What follows belongs to an exercise in optimizing a design on an open flow for a short achievable clock period and few clock cycles per item; a production flow would make more cautious choices. Where RTL was checked, it was by simulation tests only, not by an equivalence proof against the original. Power is estimated from default activity; no workload was simulated.

==> run a <==
Design hsid_main, start of the top module:
module hsid_main (
  input  logic                    clk,
  input  logic                    reset,
  input  logic                    start,
  input  logic                    clear,               
  input  logic                    hsi_vctr_in_valid,
  input  hsid_pkg::word_t         hsi_vctr_in,         
  input  hsid_pkg::bands_t        hsi_bands_in,        
  input  hsid_pkg::lib_ref_t      library_size_in,     
  output logic                    ready,
  output logic                    idle,
  output logic                    done,
  output hsid_pkg::mse_extremes_t mse_extremes
);
clock: 13.5 ns
lec_check: 0
cap_margin: 20
core_margin: 2
core_utilization: 65
cts_cluster_diameter: 100
cts_cluster_size: 24
place_density: 0.75
slew_margin: 20
standard.sh (not shown) runs the stock make flow with config.mk's settings and CLKGATE_MAP_FILE= SYNTH_SCRIPT=/design/flow/synth_recipe.tcl, a recipe that flattens the netlist after the stock synthesis.
==> flow/flow/run.sh <==
#!/bin/bash
# The standard layout (standard synthesis, floorplan, place, CTS, route),
# with timing repair asked to leave 9.5 ns of setup slack at the design's
# 13.5 ns clock, so that it also sizes and buffers paths far shorter than the
# clock period. make's output goes to standard.log; each ORFS step keeps its
# own log under orfs/logs/.
set -euo pipefail
bash standard.sh SETUP_SLACK_MARGIN=9.5 finish > standard.log 2>&1
==> run b (differences from run a) <==
--- a/flow/design.v
+++ b/flow/design.v
@@ -29,11 +29,12 @@
 ) (
   input  logic                clk,
   input  logic                idle,        
   input  hsid_pkg::bands_t    bands_in,    
   input  logic                take,        
-  input  logic                load_next,   
+  input  logic                load,        
+  input  hsid_pkg::word_idx_t last_idx,    
   input  hsid_pkg::word_t     data_in,     
   output hsid_pkg::word_t     head         
 );
   localparam int NGRP = DEPTH / GROUP;
   hsid_pkg::word_t [DEPTH-1:0] mem;
@@ -41,15 +42,14 @@
   logic [NGRP-1:0]  used;                  
   logic [NGRP-1:0]  shift;                 
   logic [DEPTH-1:0] put_new;               
   logic [DEPTH-1:0] put_head;              
   assign head     = mem[0];
-  assign put_head = put_new ? '0 : tail;
-  always_ff @(posedge clk) put_new <= load_next ? tail : '0;
+  assign put_new  = load ? tail : '0;
+  assign put_head = load ? '0 : tail;
   always_ff @(posedge clk) begin
-    if (idle) for (int i = 0; i < DEPTH; i++)
-      tail[i] <= bands_in[0] ? int'(bands_in[7:1]) == i : int'(bands_in[7:1]) == i + 1;
+    for (int i = 0; i < DEPTH; i++) tail[i] <= int'(last_idx) == i;
     if (idle) for (int k = 0; k < NGRP; k++) used[k] <= int'(bands_in) > 2 * k * GROUP;
     shift <= take ? used : '0;
   end
   always_ff @(posedge clk) begin
     for (int k = 0; k < NGRP; k++) begin
@@ -102,39 +102,33 @@
   assign vcnt_inc  = vcnt + 1'b1;
   assign wlast_inc = wcnt_inc == last_idx;
   assign vlast_inc = vcnt_inc == lib_size;
   logic idle_q;
   logic done_int;
-  logic ready_next;
-  logic idle_next;
-  assign ready_next = (idle_q && start) ||
-                      (ready_int && !(hsi_vctr_in_valid && tag_last && tag_final));  
-  assign idle_next  = done_int || (idle_q && !start);
   always_ff @(posedge clk) begin
     if (reset) begin
       idle_q    <= 1'b1;
       ready_int <= 1'b0;
+      idle      <= 1'b1;
+      ready     <= 1'b0;
+      done      <= 1'b0;
       done_int  <= 1'b0;
     end else begin
       done_int <= run_done;
+      done     <= run_done && !idle_q;                    
       if (idle_q && start) begin
         idle_q    <= 1'b0;
         ready_int <= 1'b1;
       end
-      if (hsi_vctr_in_valid && ready_int && tag_last && tag_final) ready_int <= 1'b0;
+      if (hsi_vctr_in_valid && ready_int && tag_last && tag_final) ready_int <= 1'b0;  
       if (done_int) idle_q <= 1'b1;
-    end
-  end
-  always_ff @(posedge clk) begin
-    if (reset) begin
-      idle  <= 1'b1;
-      ready <= 1'b0;
-      done  <= 1'b0;
-    end else begin
-      idle  <= idle_next;
-      ready <= ready_next;
-      done  <= run_done && !idle_q;                        
+      if (idle && start) begin
+        idle  <= 1'b0;
+        ready <= 1'b1;
+      end
+      if (hsi_vctr_in_valid && ready && tag_last && tag_final) ready <= 1'b0;
+      if (done_int) idle <= 1'b1;
     end
   end
   always_ff @(posedge clk) begin
     if (idle_q) begin
       bands     <= hsi_bands;
@@ -237,17 +231,17 @@
       s2_valid <= s1_valid;
       s3_valid <= s2_valid;
       s4_valid <= s3_valid && s3_last;                
     end
   end
-  logic [12:0]   nmulB [16];                          
+  logic [11:0]   mulB [16];                           
   logic [7:0]    rem  [NST+1];
   logic [QW-1:0] quo  [NST+1];                        
   logic          dv   [NST+1];
   logic          dfin [NST+1];
   always_ff @(posedge clk) begin
-    for (int j = 0; j < 16; j++) nmulB[j] <= 13'd0 - 13'(j) * 13'(bands);
+    for (int j = 0; j < 16; j++) mulB[j] <= 12'(j) * 12'(bands);
   end
   assign rem[0]  = s4_sum[SW-1:QW];
   assign quo[0]  = s4_sum[QW-1:0];
   assign dv[0]   = s4_valid;
   assign dfin[0] = s4_final;
@@ -260,11 +254,11 @@
     logic [3:0]  qd;
     always_comb begin
       t = {rem[g], quo[g][QW-1:QW-4]};
       ge = '0;
       for (int j = 0; j < 16; j++) begin
-        d[j]  = {1'b0, t} + nmulB[j];
+        d[j]  = {1'b0, t} - {1'b0, mulB[j]};
         ge[j] = !d[j][12];
       end
       for (int j = 0; j < 16; j++) sel[j] = ge[j] && !ge[j+1];
       r  = '0;
       qd = '0;
@@ -1144,11 +1138,11 @@
     w_first <= tag_first;
     w_last  <= tag_last;
     w_final <= tag_final;
   end
   hsid_fifo fifo_measure (
-    .clk(clk), .idle(idle_int), .bands_in(hsi_bands_in), .take(take), .load_next(tag_meas),
+    .clk(clk), .idle(idle_int), .bands_in(hsi_bands_in), .take(take), .load(w_meas), .last_idx(last_idx),
     .data_in(w_word), .head(measure_word)
   );
   hsid_mse mse_unit (
     .clk(clk), .reset(reset),
     .in_valid(w_valid && !w_meas), .in_first(w_first), .in_last(w_last), .in_final(w_final),
==> run c (differences from run a) <==
--- a/flow/design.v
+++ b/flow/design.v
@@ -29,11 +29,12 @@
 ) (
   input  logic                clk,
   input  logic                idle,        
   input  hsid_pkg::bands_t    bands_in,    
   input  logic                take,        
-  input  logic                load_next,   
+  input  logic                load,        
+  input  hsid_pkg::word_idx_t last_idx,    
   input  hsid_pkg::word_t     data_in,     
   output hsid_pkg::word_t     head         
 );
   localparam int NGRP = DEPTH / GROUP;
   hsid_pkg::word_t [DEPTH-1:0] mem;
@@ -41,15 +42,14 @@
   logic [NGRP-1:0]  used;                  
   logic [NGRP-1:0]  shift;                 
   logic [DEPTH-1:0] put_new;               
   logic [DEPTH-1:0] put_head;              
   assign head     = mem[0];
-  assign put_head = put_new ? '0 : tail;
-  always_ff @(posedge clk) put_new <= load_next ? tail : '0;
+  assign put_new  = load ? tail : '0;
+  assign put_head = load ? '0 : tail;
   always_ff @(posedge clk) begin
-    if (idle) for (int i = 0; i < DEPTH; i++)
-      tail[i] <= bands_in[0] ? int'(bands_in[7:1]) == i : int'(bands_in[7:1]) == i + 1;
+    for (int i = 0; i < DEPTH; i++) tail[i] <= int'(last_idx) == i;
     if (idle) for (int k = 0; k < NGRP; k++) used[k] <= int'(bands_in) > 2 * k * GROUP;
     shift <= take ? used : '0;
   end
   always_ff @(posedge clk) begin
     for (int k = 0; k < NGRP; k++) begin
@@ -95,52 +95,46 @@
   logic                 single;       
   logic                 ready_int;    
   assign idle_int  = idle_q;
   assign run_start = idle_q && start;
   assign take      = hsi_vctr_in_valid && ready_int;
+  assign last_idx  = hsid_pkg::word_idx_t'((bands - 8'd1) >> 1);
   assign single    = last_idx == '0;
   assign wcnt_inc  = wcnt + 1'b1;
   assign vcnt_inc  = vcnt + 1'b1;
   assign wlast_inc = wcnt_inc == last_idx;
   assign vlast_inc = vcnt_inc == lib_size;
   logic idle_q;
   logic done_int;
-  logic ready_next;
-  logic idle_next;
-  assign ready_next = (idle_q && start) ||
-                      (ready_int && !(hsi_vctr_in_valid && tag_last && tag_final));  
-  assign idle_next  = done_int || (idle_q && !start);
   always_ff @(posedge clk) begin
     if (reset) begin
       idle_q    <= 1'b1;
       ready_int <= 1'b0;
+      idle      <= 1'b1;
+      ready     <= 1'b0;
+      done      <= 1'b0;
       done_int  <= 1'b0;
     end else begin
       done_int <= run_done;
+      done     <= run_done && !idle_q;                    
       if (idle_q && start) begin
         idle_q    <= 1'b0;
         ready_int <= 1'b1;
       end
-      if (hsi_vctr_in_valid && ready_int && tag_last && tag_final) ready_int <= 1'b0;
+      if (hsi_vctr_in_valid && ready_int && tag_last && tag_final) ready_int <= 1'b0;  
       if (done_int) idle_q <= 1'b1;
-    end
-  end
-  always_ff @(posedge clk) begin
-    if (reset) begin
-      idle  <= 1'b1;
-      ready <= 1'b0;
-      done  <= 1'b0;
-    end else begin
-      idle  <= idle_next;
-      ready <= ready_next;
-      done  <= run_done && !idle_q;                        
+      if (idle && start) begin
+        idle  <= 1'b0;
+        ready <= 1'b1;
+      end
+      if (hsi_vctr_in_valid && ready && tag_last && tag_final) ready <= 1'b0;
+      if (done_int) idle <= 1'b1;
     end
   end
   always_ff @(posedge clk) begin
     if (idle_q) begin
       bands     <= hsi_bands;
-      last_idx  <= hsid_pkg::word_idx_t'((hsi_bands - 8'd1) >> 1);
       lib_size  <= library_size;
       wcnt      <= '0;
       vcnt      <= '0;
       tag_meas  <= 1'b1;
       tag_first <= 1'b1;
@@ -237,17 +231,17 @@
       s2_valid <= s1_valid;
       s3_valid <= s2_valid;
       s4_valid <= s3_valid && s3_last;                
     end
   end
-  logic [12:0]   nmulB [16];                          
+  logic [11:0]   mulB [16];                           
   logic [7:0]    rem  [NST+1];
   logic [QW-1:0] quo  [NST+1];                        
   logic          dv   [NST+1];
   logic          dfin [NST+1];
   always_ff @(posedge clk) begin
-    for (int j = 0; j < 16; j++) nmulB[j] <= 13'd0 - 13'(j) * 13'(bands);
+    for (int j = 0; j < 16; j++) mulB[j] <= 12'(j) * 12'(bands);
   end
   assign rem[0]  = s4_sum[SW-1:QW];
   assign quo[0]  = s4_sum[QW-1:0];
   assign dv[0]   = s4_valid;
   assign dfin[0] = s4_final;
@@ -260,11 +254,11 @@
     logic [3:0]  qd;
     always_comb begin
       t = {rem[g], quo[g][QW-1:QW-4]};
       ge = '0;
       for (int j = 0; j < 16; j++) begin
-        d[j]  = {1'b0, t} + nmulB[j];
+        d[j]  = {1'b0, t} - {1'b0, mulB[j]};
         ge[j] = !d[j][12];
       end
       for (int j = 0; j < 16; j++) sel[j] = ge[j] && !ge[j+1];
       r  = '0;
       qd = '0;
@@ -1144,11 +1138,11 @@
     w_first <= tag_first;
     w_last  <= tag_last;
     w_final <= tag_final;
   end
   hsid_fifo fifo_measure (
-    .clk(clk), .idle(idle_int), .bands_in(hsi_bands_in), .take(take), .load_next(tag_meas),
+    .clk(clk), .idle(idle_int), .bands_in(hsi_bands_in), .take(take), .load(w_meas), .last_idx(last_idx),
     .data_in(w_word), .head(measure_word)
   );
   hsid_mse mse_unit (
     .clk(clk), .reset(reset),
     .in_valid(w_valid && !w_meas), .in_first(w_first), .in_last(w_last), .in_final(w_final),
==> flow/config.mk (replaced) <==
export PLATFORM = sky130hd
export DESIGN_NAME = hsid_main
export DESIGN_NICKNAME = hsid_main
export VERILOG_FILES = /design/flow/design.v
export SDC_FILE = /design/flow/constraint.sdc
export NUM_CORES = 4
export LEC_CHECK = 0
export CAP_MARGIN = 20
export CORE_MARGIN = 2
export CORE_UTILIZATION = 72
export CTS_CLUSTER_DIAMETER = 80
export CTS_CLUSTER_SIZE = 24
export PLACE_DENSITY = 0.82
export SLEW_MARGIN = 20
==> summary of the runs <==
The lowest worst setup slack belongs to run a, the highest to run b. Of run b and run a, run a has the higher combinational power (gap 13%, measured against run a). Worst hold slack: run a > run b > run c. Clock power, lowest first: run a, run b, run c.
Testbench counts of run a, summed over its fixed seeds: cycles 246,238, items 3,445.
Testbench counts of run b, summed over its fixed seeds: cycles 246,238, items 3,445.
The RTL of run c was laid out without a check of its function.

what the ideal ports hide:
No port has a modelled driver above. Below, the same layouts with a new extraction and two added sets of constraints. Step 1 sets driving cells, clkbuf_16 on the clock port and buf_2 on the other inputs (assumed; they add their load-dependent delay and slew). Step 2, shift: input delay + t, output delay - t, t = (earliest + latest rising clock arrival at the registers) / 2. This alone moves slack from input paths to output paths. a / b / c = ideal ports / drivers / drivers and shift; a / b = the first two.
run | shift t [ns] | setup slack, ns | latest minus earliest clock arrival (ns)
run a | 1.202 | 9.147 / 9.116 / 8.393 | 0.128 / 0.128
run b | 1.070 | 9.326 / 9.205 / 8.821 | 0.106 / 0.106
run c | 1.099 | 9.325 / 9.198 / 8.675 | 0.082 / 0.083
After both steps every run listed still meets setup and hold. The setup slack of run a, which loses most, moves by -0.031 ns with the drivers and by -0.754 ns with both steps.
